Background: an optimization exercise with open tools, aiming at small area. Do not read the settings as production practice.
Only simulation tests tie the RTL to the original design; equivalence was not proved.
Power is estimated from default activity; no workload was simulated.

==> run.sh <==
#!/bin/bash
# synth_recipe.tcl (not shown) runs the flow's synth.tcl, then flattens the netlist and writes it again
# the make line also repeats each setting of config.mk as NAME=value (left out here)
make -C /OpenROAD-flow-scripts/flow DESIGN_CONFIG=/design/flow/config.mk WORK_HOME=/design/flow/orfs CLKGATE_MAP_FILE= SYNTH_SCRIPT=/design/flow/synth_recipe.tcl finish
==> config.mk <==
export PLATFORM = sky130hd
export DESIGN_NAME = ntp_auth
export DESIGN_NICKNAME = ntp_auth
export VERILOG_FILES = /design/flow/design.v
export SDC_FILE = /design/flow/constraint.sdc
export NUM_CORES = 4
export LEC_CHECK = 0
export CAP_MARGIN = 20
export CORE_MARGIN = 2
export CORE_UTILIZATION = 40
export SLEW_MARGIN = 20
==> constraint.sdc <==
create_clock -name core_clock -period 5.0 [get_ports {i_clk}]
set_input_delay 1.0000 -clock core_clock [delete_from_list [all_inputs] [get_ports {i_clk}]]
set_output_delay 1.0000 -clock core_clock [all_outputs]
set_load 0.01 [all_outputs]
==> design.v <==
`timescale 1ns/1ps
package ntp_frame_pkg;
  typedef logic [63:0]  rx_word_t;
  typedef logic [15:0]  word_cnt_t;
  typedef logic [31:0]  keyid_t;
  typedef logic [159:0] ntp_digest_t;
  typedef logic [383:0] ntp_header_t;
  typedef enum logic [1:0] {
    IP_NONE,
    IP_V4,
    IP_V6
  } ip_ver_e;
  typedef struct packed {
    logic     valid;
    rx_word_t data;
  } rx_beat_t;
  typedef struct packed {
    logic     valid;
    rx_word_t data;
  } aligned_word_t;
  typedef struct packed {
    ip_ver_e     ip_ver;
    ntp_header_t header;
    keyid_t      keyid;
    ntp_digest_t digest;
    logic        complete;
  } ntp_rx_record_t;
endpackage
`timescale 1ns/1ps
package keymem_pkg;
  typedef logic [31:0]  key_word_t;
  typedef logic [2:0]   key_index_t;
  typedef logic [159:0] auth_key_t;
  typedef struct packed {
    logic   get;
    logic [31:0] keyid;   
  } keymem_req_t;
  typedef struct packed {
    logic       ready;
    logic       key_valid;
    key_index_t key_word;
    key_word_t  key_data;
  } keymem_rsp_t;
  typedef enum logic [2:0] {
    KEY_IDLE,
    KEY_REQUEST,
    KEY_COLLECT,
    KEY_SUCCESS,
    KEY_ERROR
  } key_fsm_e;
endpackage
`timescale 1ns/1ps
module rx_ip_aligner
(
  input  logic          i_clk,
  input  logic          i_areset,
  input  logic          i_rx_reset,
  input  ntp_frame_pkg::rx_beat_t      i_rx,
  output ntp_frame_pkg::ip_ver_e       o_ip_ver,
  output ntp_frame_pkg::aligned_word_t o_aligned
);
  localparam int RX_W = 64;   
  localparam int V4_TAIL = 48;
  localparam int V6_TAIL = 16;
  localparam ntp_frame_pkg::word_cnt_t V4_START = 16'(5);
  localparam ntp_frame_pkg::word_cnt_t V6_START = 16'(7);
  ntp_frame_pkg::word_cnt_t rx_cnt;
  ntp_frame_pkg::ip_ver_e   ip_ver;
  logic                     v4_take;
  logic                     v4_prev_valid;
  logic [V4_TAIL-1:0]       v4_prev_tail;
  logic [RX_W-V4_TAIL-1:0]  v4_head;
  logic                     v4_cur_valid;
  ntp_frame_pkg::rx_word_t                 v4_cur;
  logic                     v6_take;
  logic                     v6_prev_valid;
  logic [V6_TAIL-1:0]       v6_prev_tail;
  logic [RX_W-V6_TAIL-1:0]  v6_head;
  logic                     v6_cur_valid;
  ntp_frame_pkg::rx_word_t                 v6_cur;
  assign v4_take = i_rx.valid && (ip_ver == ntp_frame_pkg::IP_V4) && (rx_cnt >= V4_START);
  assign v6_take = i_rx.valid && (ip_ver == ntp_frame_pkg::IP_V6) && (rx_cnt >= V6_START);
  assign v4_head = i_rx.valid ? i_rx.data[RX_W-1 -: RX_W-V4_TAIL] : '0;
  assign v6_head = i_rx.valid ? i_rx.data[RX_W-1 -: RX_W-V6_TAIL] : '0;
  always_ff @(posedge i_clk or posedge i_areset) begin
    if (i_areset) begin
      rx_cnt <= '0;
      ip_ver <= ntp_frame_pkg::IP_NONE;
    end else if (i_rx_reset) begin
      rx_cnt <= '0;
      ip_ver <= ntp_frame_pkg::IP_NONE;
    end else if (i_rx.valid) begin
      if (rx_cnt != 16'hFFFF)
        rx_cnt <= rx_cnt + 1'b1;
      if (rx_cnt == 16'(1)) begin
        case (i_rx.data[31:16])
          16'h0800: ip_ver <= ntp_frame_pkg::IP_V4;
          16'h86DD: ip_ver <= ntp_frame_pkg::IP_V6;
          default:         ip_ver <= ntp_frame_pkg::IP_NONE;
        endcase
      end
    end
  end
  always_ff @(posedge i_clk or posedge i_areset) begin
    if (i_areset) begin
      v4_prev_valid <= 1'b0;
      v4_cur_valid  <= 1'b0;
      v6_prev_valid <= 1'b0;
      v6_cur_valid  <= 1'b0;
    end else if (i_rx_reset) begin
      v4_prev_valid <= 1'b0;
      v4_cur_valid  <= 1'b0;
      v6_prev_valid <= 1'b0;
      v6_cur_valid  <= 1'b0;
    end else begin
      v4_prev_valid <= v4_take;
      v4_cur_valid  <= v4_prev_valid;
      v6_prev_valid <= v6_take;
      v6_cur_valid  <= v6_prev_valid;
    end
  end
  always_ff @(posedge i_clk) begin
    if (v4_take)
      v4_prev_tail <= i_rx.data[V4_TAIL-1:0];
    if (v4_prev_valid)
      v4_cur <= {v4_prev_tail, v4_head};
    if (v6_take)
      v6_prev_tail <= i_rx.data[V6_TAIL-1:0];
    if (v6_prev_valid)
      v6_cur <= {v6_prev_tail, v6_head};
  end
  always_comb begin
    o_aligned = '0;
    case (ip_ver)
      ntp_frame_pkg::IP_V4: begin
        o_aligned.valid = v4_cur_valid;
        o_aligned.data  = v4_cur;
      end
      ntp_frame_pkg::IP_V6: begin
        o_aligned.valid = v6_cur_valid;
        o_aligned.data  = v6_cur;
      end
      default: ;
    endcase
  end
  assign o_ip_ver = ip_ver;
endmodule
`timescale 1ns/1ps
module ntp_field_capture
(
  input  logic           i_clk,
  input  logic           i_areset,
  input  logic           i_rx_reset,
  input  ntp_frame_pkg::ip_ver_e        i_ip_ver,
  input  ntp_frame_pkg::aligned_word_t  i_aligned,
  output ntp_frame_pkg::ntp_rx_record_t o_record
);
  localparam int RX_W = 64;   
  localparam ntp_frame_pkg::word_cnt_t KEYID_WORD   = 16'(6);
  localparam ntp_frame_pkg::word_cnt_t DIG_MID_WORD = KEYID_WORD + 16'(1);
  localparam ntp_frame_pkg::word_cnt_t DIG_LOW_WORD = KEYID_WORD + 16'(2);
  ntp_frame_pkg::word_cnt_t   ntp_cnt;
  logic [2:0]  hdr_slot;
  ntp_frame_pkg::ntp_header_t header;
  ntp_frame_pkg::keyid_t      keyid;
  ntp_frame_pkg::ntp_digest_t digest;
  logic        complete;
  assign hdr_slot = 3'(6 - 1) - ntp_cnt[2:0];
  always_ff @(posedge i_clk or posedge i_areset) begin
    if (i_areset) begin
      ntp_cnt  <= '0;
      header   <= '0;
      keyid    <= '0;
      digest   <= '0;
      complete <= 1'b0;
    end else if (i_rx_reset) begin
      ntp_cnt  <= '0;
      header   <= '0;
      keyid    <= '0;
      digest   <= '0;
      complete <= 1'b0;
    end else if (i_aligned.valid) begin
      if (ntp_cnt != 16'hFFFF)
        ntp_cnt <= ntp_cnt + 1'b1;
      if (ntp_cnt < KEYID_WORD) begin
        header[hdr_slot*RX_W +: RX_W] <= i_aligned.data;
      end else if (ntp_cnt == KEYID_WORD) begin
        keyid          <= i_aligned.data[63:32];
        digest[159:128] <= i_aligned.data[31:0];
      end else if (ntp_cnt == DIG_MID_WORD) begin
        digest[127:64] <= i_aligned.data;
      end else if (ntp_cnt == DIG_LOW_WORD) begin
        digest[63:0] <= i_aligned.data;
        complete     <= 1'b1;
      end
    end
  end
  always_comb begin
    o_record.ip_ver   = i_ip_ver;
    o_record.header   = header;
    o_record.keyid    = keyid;
    o_record.digest   = digest;
    o_record.complete = complete;
  end
endmodule
`timescale 1ns/1ps
module key_fetch
(
  input  logic        i_clk,
  input  logic        i_areset,
  input  logic        i_auth_start,
  input  ntp_frame_pkg::keyid_t      i_keyid,
  input  keymem_pkg::keymem_rsp_t i_keymem,
  output logic        o_ready,
  output logic        o_key_ok,
  output keymem_pkg::auth_key_t   o_key,
  output keymem_pkg::keymem_req_t o_keymem
);
  localparam int KEY_W = 32;   
  localparam logic [5-1:0] ALL_SEEN = '1;
  keymem_pkg::key_fsm_e                  state;
  logic                      ready_reg;
  logic                      key_ok_reg;
  ntp_frame_pkg::keyid_t                    keyid_reg;
  keymem_pkg::auth_key_t                 key_reg;
  logic [5-1:0] seen;
  logic [5-1:0] seen_next;
  logic                      start_ok;
  logic                      get;
  logic                      word_in;
  assign start_ok = i_auth_start && ready_reg;
  assign get      = (state == keymem_pkg::KEY_REQUEST) && i_keymem.ready;
  assign word_in  = (state == keymem_pkg::KEY_COLLECT) && i_keymem.key_valid &&
                    (i_keymem.key_word < 5);
  always_comb begin
    seen_next = seen;
    if (word_in)
      seen_next[i_keymem.key_word] = 1'b1;
  end
  always_ff @(posedge i_clk or posedge i_areset) begin
    if (i_areset) begin
      state      <= keymem_pkg::KEY_IDLE;
      ready_reg  <= 1'b1;
      key_ok_reg <= 1'b0;
      seen       <= '0;
    end else begin
      case (state)
        keymem_pkg::KEY_IDLE:
          if (start_ok) begin
            ready_reg <= 1'b0;
            state     <= keymem_pkg::KEY_REQUEST;
          end
        keymem_pkg::KEY_REQUEST:
          if (get) begin
            key_ok_reg <= 1'b0;
            seen       <= '0;
            state      <= keymem_pkg::KEY_COLLECT;
          end
        keymem_pkg::KEY_COLLECT: begin
          seen <= seen_next;
          if (seen_next == ALL_SEEN)
            state <= keymem_pkg::KEY_SUCCESS;
          else if (i_keymem.ready && !i_keymem.key_valid)
            state <= keymem_pkg::KEY_ERROR;  
        end
        keymem_pkg::KEY_SUCCESS: begin
          key_ok_reg <= 1'b1;
          ready_reg  <= 1'b1;
          state      <= keymem_pkg::KEY_IDLE;
        end
        keymem_pkg::KEY_ERROR: begin
          key_ok_reg <= 1'b0;
          ready_reg  <= 1'b1;
          state      <= keymem_pkg::KEY_IDLE;
        end
        default: begin
          ready_reg <= 1'b1;
          state     <= keymem_pkg::KEY_IDLE;
        end
      endcase
    end
  end
  always_ff @(posedge i_clk) begin
    if (start_ok)
      keyid_reg <= i_keyid;
    if (word_in)
      key_reg[i_keymem.key_word*KEY_W +: KEY_W] <= i_keymem.key_data;
  end
  assign o_ready        = ready_reg;
  assign o_key_ok       = key_ok_reg;
  assign o_key          = key_reg;
  assign o_keymem.get   = get;
  assign o_keymem.keyid = keyid_reg;
endmodule
`timescale 1ns/1ps
module ntp_auth_top
(
  input  logic           i_clk,
  input  logic           i_areset,
  input  logic           i_rx_reset,
  input  ntp_frame_pkg::rx_beat_t       i_rx,
  input  logic           i_auth_start,
  input  keymem_pkg::keymem_rsp_t    i_keymem,
  output ntp_frame_pkg::ntp_rx_record_t o_rx_record,
  output logic           o_ready,
  output logic           o_key_ok,
  output keymem_pkg::auth_key_t      o_key,
  output keymem_pkg::keymem_req_t    o_keymem
);
  ntp_frame_pkg::ip_ver_e       ip_ver;
  ntp_frame_pkg::aligned_word_t aligned;
  rx_ip_aligner u_aligner (
    .i_clk      (i_clk),
    .i_areset   (i_areset),
    .i_rx_reset (i_rx_reset),
    .i_rx       (i_rx),
    .o_ip_ver   (ip_ver),
    .o_aligned  (aligned)
  );
  ntp_field_capture u_capture (
    .i_clk      (i_clk),
    .i_areset   (i_areset),
    .i_rx_reset (i_rx_reset),
    .i_ip_ver   (ip_ver),
    .i_aligned  (aligned),
    .o_record   (o_rx_record)
  );
  key_fetch u_key_fetch (
    .i_clk        (i_clk),
    .i_areset     (i_areset),
    .i_auth_start (i_auth_start),
    .i_keyid      (o_rx_record.keyid),
    .i_keymem     (i_keymem),
    .o_ready      (o_ready),
    .o_key_ok     (o_key_ok),
    .o_key        (o_key),
    .o_keymem     (o_keymem)
  );
endmodule
`timescale 1ns/1ps
module ntp_auth
(
  input  logic           i_clk,
  input  logic           i_areset,
  input  logic           i_rx_reset,
  input  logic           i_rx_valid,
  input  logic [63:0]    i_rx_data,
  input  logic           i_auth_start,
  input  logic           i_keymem_ready,
  input  logic           i_keymem_key_valid,
  input  logic [2:0]     i_keymem_key_word,
  input  logic [31:0]    i_keymem_key_data,
  output logic [1:0]     o_rx_ip_ver,
  output logic [383:0]   o_rx_header,
  output logic [31:0]    o_rx_keyid,
  output logic [159:0]   o_rx_digest,
  output logic           o_rx_complete,
  output logic           o_ready,
  output logic           o_key_ok,
  output logic [159:0]   o_key,
  output logic           o_keymem_get,
  output logic [31:0]    o_keymem_keyid
);
  ntp_frame_pkg::rx_beat_t       rx;
  keymem_pkg::keymem_rsp_t    keymem_rsp;
  ntp_frame_pkg::ntp_rx_record_t rec;
  keymem_pkg::keymem_req_t    keymem_req;
  assign rx.valid             = i_rx_valid;
  assign rx.data              = i_rx_data;
  assign keymem_rsp.ready     = i_keymem_ready;
  assign keymem_rsp.key_valid = i_keymem_key_valid;
  assign keymem_rsp.key_word  = i_keymem_key_word;
  assign keymem_rsp.key_data  = i_keymem_key_data;
  ntp_auth_top u_top (
    .i_clk        (i_clk),
    .i_areset     (i_areset),
    .i_rx_reset   (i_rx_reset),
    .i_rx         (rx),
    .i_auth_start (i_auth_start),
    .i_keymem     (keymem_rsp),
    .o_rx_record  (rec),
    .o_ready      (o_ready),
    .o_key_ok     (o_key_ok),
    .o_key        (o_key),
    .o_keymem     (keymem_req)
  );
  assign o_rx_ip_ver    = rec.ip_ver;
  assign o_rx_header    = rec.header;
  assign o_rx_keyid     = rec.keyid;
  assign o_rx_digest    = rec.digest;
  assign o_rx_complete  = rec.complete;
  assign o_keymem_get   = keymem_req.get;
  assign o_keymem_keyid = keymem_req.keyid;
endmodule
==> impl_metrics.json <==
{
  "status": "timing/DRC/antenna clean",
  "drc": 0,
  "power_density_nw_per_um2": 325.5,
  "synth_edf_count": 384,
  "multi_input_area_um2": 10860,
  "synth_top_cell_by_area": "dfrtp_1",
  "synthFlopType": "dfrtp_1",
  "drv_slew": 0,
  "first_pass_iters": 6,
  "drtAntennaViolNets": 0,
  "clock_path_buffers": 3,
  "syn_inst": 2913,
  "rsz0062_at_grt": "no",
  "final.min_clock_period_ps": 3669,
  "wl_um": 153700,
  "synthDistinctLibCells": 56,
  "routedWlPerCell_um": 30.03,
  "arrival_ps": 2670,
  "worstSkewPairLatency_ps": 720,
  "slew_headroom_pct": 23.97,
  "ys_top_cells_by_area": "dfrtp_1 40%, edfxtp_1 30%, a22o_1 8.1%",
  "slowest_delay_ps": 610,
  "htreeDepth": 3,
  "drt-initial-drc-count": 3062,
  "drive_gt1_share_pct": 8.303,
  "seqCellArea_um2": 27180,
  "crit_top_cell": "clkdlybuf4s50_1",
  "synth_top_area_share_pct": 40.17,
  "cap_viol_max_count": 0,
  "fin_crit_sh_pct": 73.37,
  "viasPerCell": 5.812,
  "largest_reg_flops": 384,
  "dieWidth_um": 315.7,
  "hp-class": "register to register",
  "power_leakage_nw": 20.42,
  "start_kind": "input port",
  "ir_worst_vdd_mv": 0.2443,
  "worst_pin_slew_ps": 1132,
  "syn-cell-area_um2": 38870,
  "die-area_um2": 99690,
  "grt_pass1_wl_um": 215900,
  "avgSynthCellArea_um2": 13.34,
  "numPortBuffers": 879,
  "num_vias": 29740,
  "dpl.hpwl_um": 104600,
  "gp_routability_congestion": 0.8458,
  "grt_overflow": 0,
  "grt_antenna_before_repair": 34,
  "crit_path_max_fanout": 7,
  "yosysSeqAreaShare_pct": 69.90,
  "start_util_pct": 40.25,
  "postCtsSetupBuffers": 0,
  "ys_warn_count": 3,
  "grt_pass1_vias": 28360,
  "track_usage_pct": 29.90,
  "die_h_um": 315.7,
  "clock.fmax_ghz": 0.2726,
  "fillers": 8073,
  "grt_max_degree": 154,
  "setup_violations": 0,
  "crit_required_ps": 4000,
  "cts_tree": "built",
  "cts_resized": 0,
  "clkSinkCount": 1009,
  "hold_viol_final": 0,
  "syn_to_final_growth_pct": 35.80,
  "ctsHoldBuffers": 0,
  "nets": 3852,
  "synth_nets": 3040,
  "clkTransAtPathRegs_ps": 60,
  "coreArea_um2": 96570,
  "io-pin-count": 880,
  "crit_chain": "clkdlybuf4s50_1 > nand3_1 > or2_2 > inv_1 > clkdlybuf4s50_1",
  "power_w": 0.01718,
  "path_class": "input port to primary output",
  "root_buffer": "clkbuf_16",
  "numCtsBuffers": 107,
  "worst_clock_skew_ps": 45.67,
  "cp-end-kind": "primary output",
  "ys_ff_latch": 1009,
  "tns_ps": 0,
  "cpMaxStageDelayCell": "clkdlybuf4s50_1",
  "row_count": 114,
  "async_flop_share_pct": 61.94
}
worst max-delay path: cells and delay by family:
| kind | cells | cell delay (ps) |
|---|---|---|
| buffers and inverters | 3 | 1220 |
| and+or+nand+nor | 2 | 460 |
logic make-up (layout without fill, tap and decap cells):
logic type,after synthesis,after routing,share of synthesized area (%)
xor+xnor,24,24,0.5407
mux,4,4,0.1094
buf+inv,263,1168,2.688
fa+ha+maj,21,21,0.6759
compound gates,855,855,17.52
flops,1009,1009,69.90
other cells,0,23,0
simple gates,737,737,8.565
final cells by class:
cell class | instances | share of cell area [%]
antenna | 23 | 0.1090
clock buffer | 148 | 5.769
clock inverter | 54 | 0.9315
inverter | 23 | 0.1707
multi-input combinational | 1641 | 20.58
sequential | 1009 | 51.49
tap | 1276 | 3.024
timing repair buffer | 943 | 17.93
where the power goes:
part	internal, W	switching (W)	total [W]
clock network	0.00458	0.00345	0.00802
logic	0.000174	0.000392	0.000565
registers	0.00859	0.00000484	0.00859
total	0.0133	0.00384	0.0172
final timing paths:
path	cells past startpoint	endpoint	startpoint	slack, ps
worst max-delay path	5	o_keymem_get	i_keymem_ready	1330
worst min-delay path	0	u_top.u_aligner.v4_cur[46]$_DFFE_PP_	u_top.u_aligner.v4_prev_tail[30]$_DFFE_PP_	400
worst max register to register	6	u_top.u_capture.header[214]$_DFFE_PP0P_	u_top.u_capture.ntp_cnt[0]$_DFFE_PP0P_	1440
worst min register to register	0	u_top.u_aligner.v4_cur[46]$_DFFE_PP_	u_top.u_aligner.v4_prev_tail[30]$_DFFE_PP_	400
max in group asynchronous	4	u_top.u_capture.ntp_cnt[5]$_DFFE_PP0P_	i_areset	2970
min in group asynchronous	2	u_top.u_capture.header[165]$_DFFE_PP0P_	i_areset	750
synth_stat cells, types with 13 or more instances:
library cell  instances
a22o_1              360
inv_1                23
buf_1                23
nor3_1               80
clkbuf_1            201
a32o_1              128
nand2_1             407
dfrtp_1             624
and2_1               57
a22o_2               56
xnor2_1              14
ha_1                 21
a21oi_1             202
edfxtp_1            384
a22oi_1              66
nor4_1               13
nor2_1              109
per-layer routing:
layer	wire length (µm)	track usage, %	up-vias
li1	-	-	12610
met1	58430	36.98	15370
met2	75570	49.07	1433
met3	12650	8.238	309
met4	6902	13.38	20
met5	118	0	-
placed cells by master (no fill, tap or decap), types with 6 or more instances in the layout:
master           count
a21oi_1            202
a22o_1             360
a22o_2              56
a22oi_1             66
a32o_1             128
and2_1              55
and3_1               9
and4_1               7
buf_12              15
buf_4               48
bufinv_16            6
clkbuf_1            23
clkbuf_16          110
clkbuf_8            16
clkdlybuf4s50_1    877
clkinv_1            23
clkinv_2            15
dfrtp_1            622
diode_2             23
edfxtp_1           384
ha_1                19
inv_1               22
nand2_1            407
nand3_1              6
nand4_1             11
nor2_1             106
nor3_1              79
nor4_1              13
o211ai_1             6
o21ai_0              8
xnor2_1             14
xor2_1              10
through the flow:
step | setup WS, ps | util, % | std cells | hold WS, ps | cell area, µm²
2_1_floorplan | -4532 | - | 2913 | 400.3 | 38880
3_3_place_gp | 1153 | 50.93 | 4890 | 400.3 | 49180
3_5_place_dp | 1067 | 50.93 | 4890 | 404.5 | 49180
4_1_cts | 1335 | 54.59 | 5092 | 398.1 | 52720
5_1_grt | 1200 | 54.66 | 5115 | 407.4 | 52780
6_report | 1331 | 54.66 | 5117 | 399.2 | 52790

-- separate check: timing with driven ports --
The flow's constraints put no driver on any port. The routed layout listed below was extracted and timed again, unchanged, in two steps.
Step 1: set_driving_cell puts a clkbuf_16 on i_clk and a buf_2 on each other input, an assumption about the parent block.
Step 2 adds t to the input delays and takes it off the output delays; t is the mean of the earliest and latest rising clock arrival at the registers after step 1. Input paths then give back, and output paths get back, about the clock's delay inside the block.
Three values: no drivers, after step 1, after step 2; two values: the first two.
t, ns: 0.772
setup slack, ns: 1.331 / 1.267 / 0.941
hold WS [ns]: 0.399 / 0.399 / 0.399
After both steps setup and hold are still met in this run. The setup slack of this run moves by -0.064 ns with the drivers and by -0.390 ns with both steps.
